From an optimization exercise on the open Yosys and OpenROAD flow, aimed at small area and a short achievable clock period; shortcuts taken in it are not production practice.
Function was checked by simulation only, so behaviour that the tests miss may differ from the original.
No activity file was given, so power comes from the tool's default toggle rates.

job 6162:
## enc_bridge_top
module enc_bridge_top
(
    input  logic                        clk,
    input  logic                        rst,
    input  logic [34:0]                 i_req,
    output logic [32:0]                 o_rsp,
    input  logic [5:0]                  i_param_sel,
    output logic [4:0]                  o_enc_in,
    input  logic [8:0]                  i_enc_out,
    output logic [67:0]                 o_conf
);
Size: ~7300 cells after synthesis.
Settings: LEC_CHECK=0, CAP_MARGIN=20, CORE_MARGIN=2, CORE_UTILIZATION=60, CTS_CLUSTER_DIAMETER=80, CTS_CLUSTER_SIZE=24, SETUP_SLACK_MARGIN=2.9, SLEW_MARGIN=20, TNS_END_PERCENT=100; clock period 5.5 ns.
run.sh (not shown) runs the stock make flow with config.mk's settings and CLKGATE_MAP_FILE= SYNTH_SCRIPT=/design/flow/synth_recipe.tcl, a recipe that flattens the netlist after the stock synthesis.
Inputs modified between job 6162 and job 2987:
==> flow/flow/run.sh (new file) <==
#!/bin/bash
# The standard layout (standard.sh) with two changes to how cells are
# picked: the platform's delay cells are kept out of the layout (port
# buffering and timing repair otherwise use them as plain buffers on input
# and output paths, where they only add delay), and timing repair may resize
# a cell to one of another width (the platform only lets it pick cells of the
# same width). Placement is legalised after each repair as usual.
set -euo pipefail
cat >> config.mk <<'MK'
export DONT_USE_CELLS += sky130_fd_sc_hd__clkdlybuf4s15_1 sky130_fd_sc_hd__clkdlybuf4s15_2 sky130_fd_sc_hd__clkdlybuf4s18_1 sky130_fd_sc_hd__clkdlybuf4s18_2 sky130_fd_sc_hd__clkdlybuf4s25_1 sky130_fd_sc_hd__clkdlybuf4s25_2 sky130_fd_sc_hd__clkdlybuf4s50_1 sky130_fd_sc_hd__clkdlybuf4s50_2 sky130_fd_sc_hd__dlygate4sd1_1 sky130_fd_sc_hd__dlygate4sd2_1 sky130_fd_sc_hd__dlygate4sd3_1 sky130_fd_sc_hd__dlymetal6s2s_1 sky130_fd_sc_hd__dlymetal6s4s_1 sky130_fd_sc_hd__dlymetal6s6s_1
MK
# The platform sets MATCH_CELL_FOOTPRINT in its config.mk; make's command line
# outranks it
sed 's/CLKGATE_MAP_FILE= /CLKGATE_MAP_FILE= MATCH_CELL_FOOTPRINT=0 /' standard.sh > standard_nofp.sh
grep -q 'MATCH_CELL_FOOTPRINT=0' standard_nofp.sh
bash standard_nofp.sh > standard_flow.log 2>&1
==> flow/standard.sh (new file) <==
#!/bin/bash
# synth_recipe.tcl (not shown) runs the flow's synth.tcl, then flattens the netlist and writes it again
# the make line also repeats each setting of config.mk as NAME=value (left out here)
make -C /OpenROAD-flow-scripts/flow DESIGN_CONFIG=/design/flow/config.mk WORK_HOME=/design/flow/orfs CLKGATE_MAP_FILE= SYNTH_SCRIPT=/design/flow/synth_recipe.tcl "${@:-finish}"
-- flow/config.mk --
<<< job 6162, line 14
export SLEW_MARGIN = 20
export TNS_END_PERCENT = 100
>>> job 2987, line 14
export SLEW_MARGIN = 20
export TNS_END_PERCENT = 20
export DONT_USE_CELLS += sky130_fd_sc_hd__clkdlybuf4s15_1 sky130_fd_sc_hd__clkdlybuf4s15_2 sky130_fd_sc_hd__clkdlybuf4s18_1 sky130_fd_sc_hd__clkdlybuf4s18_2 sky130_fd_sc_hd__clkdlybuf4s25_1 sky130_fd_sc_hd__clkdlybuf4s25_2 sky130_fd_sc_hd__clkdlybuf4s50_1 sky130_fd_sc_hd__clkdlybuf4s50_2 sky130_fd_sc_hd__dlygate4sd1_1 sky130_fd_sc_hd__dlygate4sd2_1 sky130_fd_sc_hd__dlygate4sd3_1 sky130_fd_sc_hd__dlymetal6s2s_1 sky130_fd_sc_hd__dlymetal6s4s_1 sky130_fd_sc_hd__dlymetal6s6s_1
removed: flow/run.sh
--- outcome ---
Job 2987 against job 6162: count of clock-buffer cells in the layout now sits at about the same level, layout-stage area growth over the synthesis result fell 1.6 points. Delta (job 2987 minus job 6162): internal power now smaller; post-synthesis instance area comparable. Between job 6162 and job 2987, the difference in post-synthesis instance total is negligible. As far as number of remaining DRC errors goes, job 6162 and job 2987 are indistinguishable; the numbers are identical. On area of all placed cells without fillers, job 6162 loses to job 2987. On non-clock buffer count: job 2987 sits below job 6162.
Here is what was changed in the inputs of job 6899 compared with job 2987.
==> flow/run.sh (new file) <==
#!/bin/bash
# synth_recipe.tcl (not shown) runs the flow's synth.tcl, then flattens the netlist and writes it again
# the make line also repeats each setting of config.mk as NAME=value (left out here)
make -C /OpenROAD-flow-scripts/flow DESIGN_CONFIG=/design/flow/config.mk WORK_HOME=/design/flow/orfs CLKGATE_MAP_FILE= SYNTH_SCRIPT=/design/flow/synth_recipe.tcl finish
==> flow/config.mk <==
export PLATFORM = sky130hd
export DESIGN_NAME = enc_bridge_top
export DESIGN_NICKNAME = enc_bridge_top
export VERILOG_FILES = /design/flow/design.v
export SDC_FILE = /design/flow/constraint.sdc
export NUM_CORES = 4
export LEC_CHECK = 0
export CAP_MARGIN = 20
export CORE_MARGIN = 2
export CORE_UTILIZATION = 60
export CTS_CLUSTER_DIAMETER = 80
export CTS_CLUSTER_SIZE = 24
export SETUP_SLACK_MARGIN = 2.9
export SLEW_MARGIN = 20
export TNS_END_PERCENT = 20
removed: flow/flow/run.sh
removed: flow/standard.sh
## What came out
- The area added between synthesis and finish number comes out higher for job 6899 vs job 2987.
- On overall routing resource usage, the higher figure sits with job 6899, not job 2987.
- Status: depth of the worst register-to-register path parity (job 6899, job 2987)
- Taking job 2987 as the reference, in job 6899 setup slack increased by 0.087 ns relative to the old numbers, fraction of area in non-clock buffers went up 0.93 points.
- Side by side, count of clock-buffer cells in the layout turned out higher in job 6899 than in job 2987.
- Worst clock skew on the final layout on job 6899 is ahead of job 2987.
- Compared with job 2987, job 6899 shows cell area after placement that has gone up slightly.
Inputs modified between job 6899 and job 3238:
-- flow/config.mk --
<<< job 6899, line 9
export CORE_MARGIN = 2
export CORE_UTILIZATION = 60
export CTS_CLUSTER_DIAMETER = 80
>>> job 3238, line 9
export CORE_MARGIN = 2
export CORE_UTILIZATION = 70
export CTS_CLUSTER_DIAMETER = 80
Findings:
- Compared with job 6899, in job 3238 sequential share of layout area has increased, area growth from synthesis to layout has decreased, pin slew with the least headroom to its limit has increased.
- Going from job 6899 to job 3238, wire length fell 5.7%; hold slack has remained practically unchanged; worst setup slack after layout shrank by 0.10 ns.

[re-timing with driven ports]
How much do the figures lean on ideal ports? The routed layouts below were timed once more, with nothing changed but the port constraints.
Step 1 (the two cells are an assumption about what drives the block):
set clk [get_ports {clk}]
set_driving_cell -lib_cell sky130_fd_sc_hd__clkbuf_16 $clk
set_driving_cell -lib_cell sky130_fd_sc_hd__buf_2 [delete_from_list [all_inputs] $clk]
Step 2 also shifts input and output timing later by t, the mid clock arrival at the registers, as if the neighbouring blocks saw the same clock.
Slacks: no drivers / after step 1 / after step 2; pairs: no drivers / after step 1.
run | t, ns | setup slack, ns | hold WS [ns]
job 6162 | 0.931 | 2.835 / 2.835 / 2.004 | 0.423 / 0.423 / 0.423
job 2987 | 0.926 | 2.632 / 2.632 / 1.916 | 0.431 / 0.431 / 0.431
job 6899 | 0.947 | 2.719 / 2.719 / 1.931 | 0.420 / 0.420 / 0.420
job 3238 | 0.921 | 2.616 / 2.604 / 1.882 | 0.421 / 0.421 / 0.421
After both steps setup and hold are still met in every run listed. For job 6162, which loses most, drivers alone change the setup slack by 0.000 ns; drivers and shift together by -0.831 ns.
